This is an optimization exercise on Yosys and OpenROAD, whose aim is small area, a short achievable clock period and few clock cycles per item, not a production implementation. Only simulation tests tie the RTL to the original design; equivalence was not proved. No activity file was given, so power comes from the tool's default toggle rates.

==> flow/design.v (excerpt) <==
module scalar_alu_pipe #(
   parameter int DATA_W     = 64,
   parameter int MUL_CYCLES = 4
) (
   input  logic              clock,
   input  logic              reset_n,
   input  logic              in_valid,
   output logic              in_ready,
   input  logic [salu_pkg::OP_W-1:0] in_op,
   input  logic              in_wide,
   input  logic [DATA_W-1:0] in_src0,
   input  logic [DATA_W-1:0] in_src1,
   input  logic [salu_pkg::SIMM_W-1:0] in_simm,
   input  logic [salu_pkg::SDST_W-1:0] in_sdst,
   input  logic              in_scc,
   output logic              out_valid,
   input  logic              out_ready,
   output logic [DATA_W-1:0] out_data,
   output logic [salu_pkg::SDST_W-1:0] out_sdst,
   output logic              out_wr,
   output logic              out_scc
);
   logic en;
   assign en       = ~out_valid | out_ready;
   assign in_ready = en;
   logic [4:0]  dop;
   logic        d_inv, d_w, d_sum, d_shr, d_shl, d_ashr, d_mm, d_max, d_sgn;
   logic        d_fc, d_flt, d_fgt, d_feq, d_fne, d_fov, d_fscc, d_nz, d_wr, d_mul, d_imm;
   logic [3:0]  d_tt;
   assign dop = in_op;
   always_comb begin
      d_inv = 1'b0; d_sum = 1'b0; d_shr = 1'b0; d_shl = 1'b0; d_ashr = 1'b0;
      d_mm  = 1'b0; d_max = 1'b0; d_sgn = 1'b0;
      d_fc  = 1'b0; d_flt = 1'b0; d_fgt = 1'b0; d_feq = 1'b0; d_fne = 1'b0; d_fov = 1'b0;
      d_nz  = 1'b0; d_wr  = 1'b1; d_mul = 1'b0; d_imm = 1'b0;
      d_tt  = 4'b1100;
      case (dop)
         salu_pkg::OP_MOV:      d_tt = 4'b1100;
         salu_pkg::OP_NOT:      begin d_tt = 4'b0011; d_nz = 1'b1; end
         salu_pkg::OP_AND:      begin d_tt = 4'b1000; d_nz = 1'b1; end
         salu_pkg::OP_OR:       begin d_tt = 4'b1110; d_nz = 1'b1; end
         salu_pkg::OP_XOR:      begin d_tt = 4'b0110; d_nz = 1'b1; end
         salu_pkg::OP_ADD:      begin d_tt = 4'b0000; d_sum = 1'b1; d_fc = 1'b1; end
         salu_pkg::OP_SUB:      begin d_tt = 4'b0000; d_sum = 1'b1; d_inv = 1'b1; d_flt = 1'b1; end
         salu_pkg::OP_LSHL:     begin d_tt = 4'b0000; d_shl = 1'b1; d_nz = 1'b1; end
         salu_pkg::OP_LSHR:     begin d_tt = 4'b0000; d_shr = 1'b1; d_nz = 1'b1; end
  ...
For scale: about 380 flip-flops, roughly 39000 um^2 of cells after synthesis.
Settings: LEC_CHECK=0, CAP_MARGIN=20, CORE_MARGIN=2, CORE_UTILIZATION=35, SETUP_SLACK_MARGIN=5, SLEW_MARGIN=20; clock period 9.0 ns.
standard.sh (not shown) runs the stock make flow with config.mk's settings and CLKGATE_MAP_FILE= SYNTH_SCRIPT=/design/flow/synth_recipe.tcl, a recipe that flattens the netlist after the stock synthesis.
==> flow/flow/run.sh <==
#!/bin/bash
# The standard layout (the standard.sh, unchanged synthesis and steps), with
# the port buffers that placement inserts made sky130_fd_sc_hd__buf_1 instead
# of the default delay buffer; the resizer still sizes them as timing needs.
# make's full output goes to layout.log here; each ORFS step also keeps its own
# log under orfs/logs/.
set -euo pipefail
export BUFFER_PORTS_ARGS="-buffer_cell sky130_fd_sc_hd__buf_1"
bash standard.sh > layout.log 2>&1
Testbench counts at the start, summed over its fixed seeds: cycles 12,024, items 12,000.
Edit:
--- a/flow/design.v
+++ b/flow/design.v
@@ -692,70 +692,69 @@
       for (int i = 0; i < 64; i++) ra_in[i] = in_src0[63-i];
    assign a_in  = d_shl ? ra_in : {a_hi, in_src0[31:0]};
    logic [63:0] y_sel;
    assign y_sel = d_imm ? {32'b0, {16{in_simm[15]}}, in_simm} : in_src1;
    assign y_in  = {d_sext ? {32{y_sel[31]}} : y_sel[63:32], y_sel[31:6],
                    y_sel[5] & ~(d_sh & ~d_w), y_sel[4:0]};
    assign yy_in = d_mul ? {16'b0, bn_in, bt_in, bo_in} : y_in ^ {64{d_inv}};
    logic        p1v;
    logic [63:0] a, yy;
    logic [3:0]  tt;
-   logic        inv, w, c_sum, c_shr, c_shl, c_ashr, c_mm, c_max, c_sgn;
+   logic        inv, w, c_sum, c_shr, c_shl, c_ashr, c_mm, c_max;
    logic        c_fc, c_flt, c_fgt, c_feq, c_fne, c_fov, c_fscc, c_nz, c_wr, c_mul, p1_scc;
    logic [6:0]  p1_sdst;
+   logic        c_fz, c_fv;
    always_ff @(posedge clock or negedge reset_n)
       if (!reset_n)  p1v <= 1'b0;
       else if (en)   p1v <= in_valid;
    always_ff @(posedge clock)
       if (en) begin
          a       <= a_in;
          yy      <= yy_in;
          tt      <= d_tt;
          inv     <= d_inv;
          w       <= d_w;
          c_sum   <= d_sum;
          c_shr   <= d_shr;
          c_shl   <= d_shl;
          c_ashr  <= d_ashr;
          c_mm    <= d_mm;
          c_max   <= d_max;
-         c_sgn   <= d_sgn;
          c_fc    <= d_fc;
          c_flt   <= d_flt;
          c_fgt   <= d_fgt;
          c_feq   <= d_feq;
          c_fne   <= d_fne;
          c_fov   <= d_fov;
          c_fscc  <= d_fscc;
          c_nz    <= d_nz;
          c_wr    <= d_wr;
          c_mul   <= d_mul;
          p1_scc  <= in_scc;
          p1_sdst <= in_sdst;
+         c_fz    <= d_sgn & (a_in[63] ^ y_in[63]);
+         c_fv    <= a_in[63];
       end
    logic [65:0] sum66;
    logic [63:0] s, p;
-   logic        c64, c32, cw, lt_u, lt_i, sa, sy, eq, lt, gt, sel_a, ovf;
+   logic        c64, c32, cw, lt_u, eq, lt, gt, sel_a, ovf;
    assign sum66 = {1'b0, a, 1'b1} + {1'b0, yy, inv};
    assign s     = sum66[64:1];
    assign c64   = sum66[65];
    assign p     = a ^ yy;
    assign c32   = s[32] ^ p[32];
    assign cw    = w ? c64 : c32;
    assign lt_u  = ~c64;
-   assign sa    = a[63];
-   assign sy    = ~yy[63];
-   assign lt_i  = (sa ^ sy) ? sa : lt_u;
    assign eq    = &p;
-   assign lt    = c_sgn ? lt_i : lt_u;
+   assign lt    = c_fz ? c_fv : lt_u;
    assign gt    = ~lt & ~eq;
-   assign sel_a = c_max ? ~lt : lt;
+   assign sel_a = c_max ^ lt;
    assign ovf   = (a[31] == yy[31]) && (s[31] != a[31]);
    logic [3:0]  tl, th;
    logic [63:0] lg;
    assign tl = c_mm ? {sel_a, 1'b1, 1'b0, ~sel_a} : tt;
    assign th = w ? tl : 4'b0000;
    always_comb begin
       for (int i = 0; i < 32; i++)  lg[i] = tl[{a[i], yy[i]}];
       for (int i = 32; i < 64; i++) lg[i] = th[{a[i], yy[i]}];
    end
    logic [5:0]  sh;
Effect: Combinational power goes down by about 4%. Sequential power barely changes. Fmax barely changes. Synthesized area is lower by 0.93%. Non-clock buffer count goes up by 3. Sequential share of layout area came out higher by 0.26 points. Routed wire length climbs by 2.3%. Hold slack improves by 0.0044 ns. Design area went down by 1.0%. Synthesized cell count shrinks by 1.4%. Worst setup slack gets better by 0.0053 ns. Die area goes down by 0.92%. Register-to-register slack is about the same. Power falls by 1.8%.
Testbench counts after the change, summed over its fixed seeds: cycles 12,024, items 12,000.

afterwards: timing with drivers on the ports:
The flow's constraints put no driver on any port. The routed layouts listed below were extracted and timed again, unchanged, in two steps. Step 1, drivers: a clkbuf_16 drives clock and a buf_2 each remaining input, both assumed. Step 2 moves the port delays by t, midway between the first and last clock arrival at a register: inputs arrive t later, outputs are due t later. That takes back most of the time a late clock gives input paths. Three values: ideal, step 1, step 2; two values: the first two.
run	shift t [ns]	slack for setup (ns)	worst setup path after step 2	slew at the worst register clock pin (ns)	worst slew at a driven data input, ns
the first run	0.698	4.884 / 4.884 / 4.581	input to register	0.07 / 0.07	0.06
the second run	0.726	4.890 / 4.890 / 4.432	input to register	0.09 / 0.09	0.09
After both steps setup and hold are still met in every run listed. The setup slack of the second run, which loses most, moves by 0.000 ns with the drivers and by -0.458 ns with both steps.
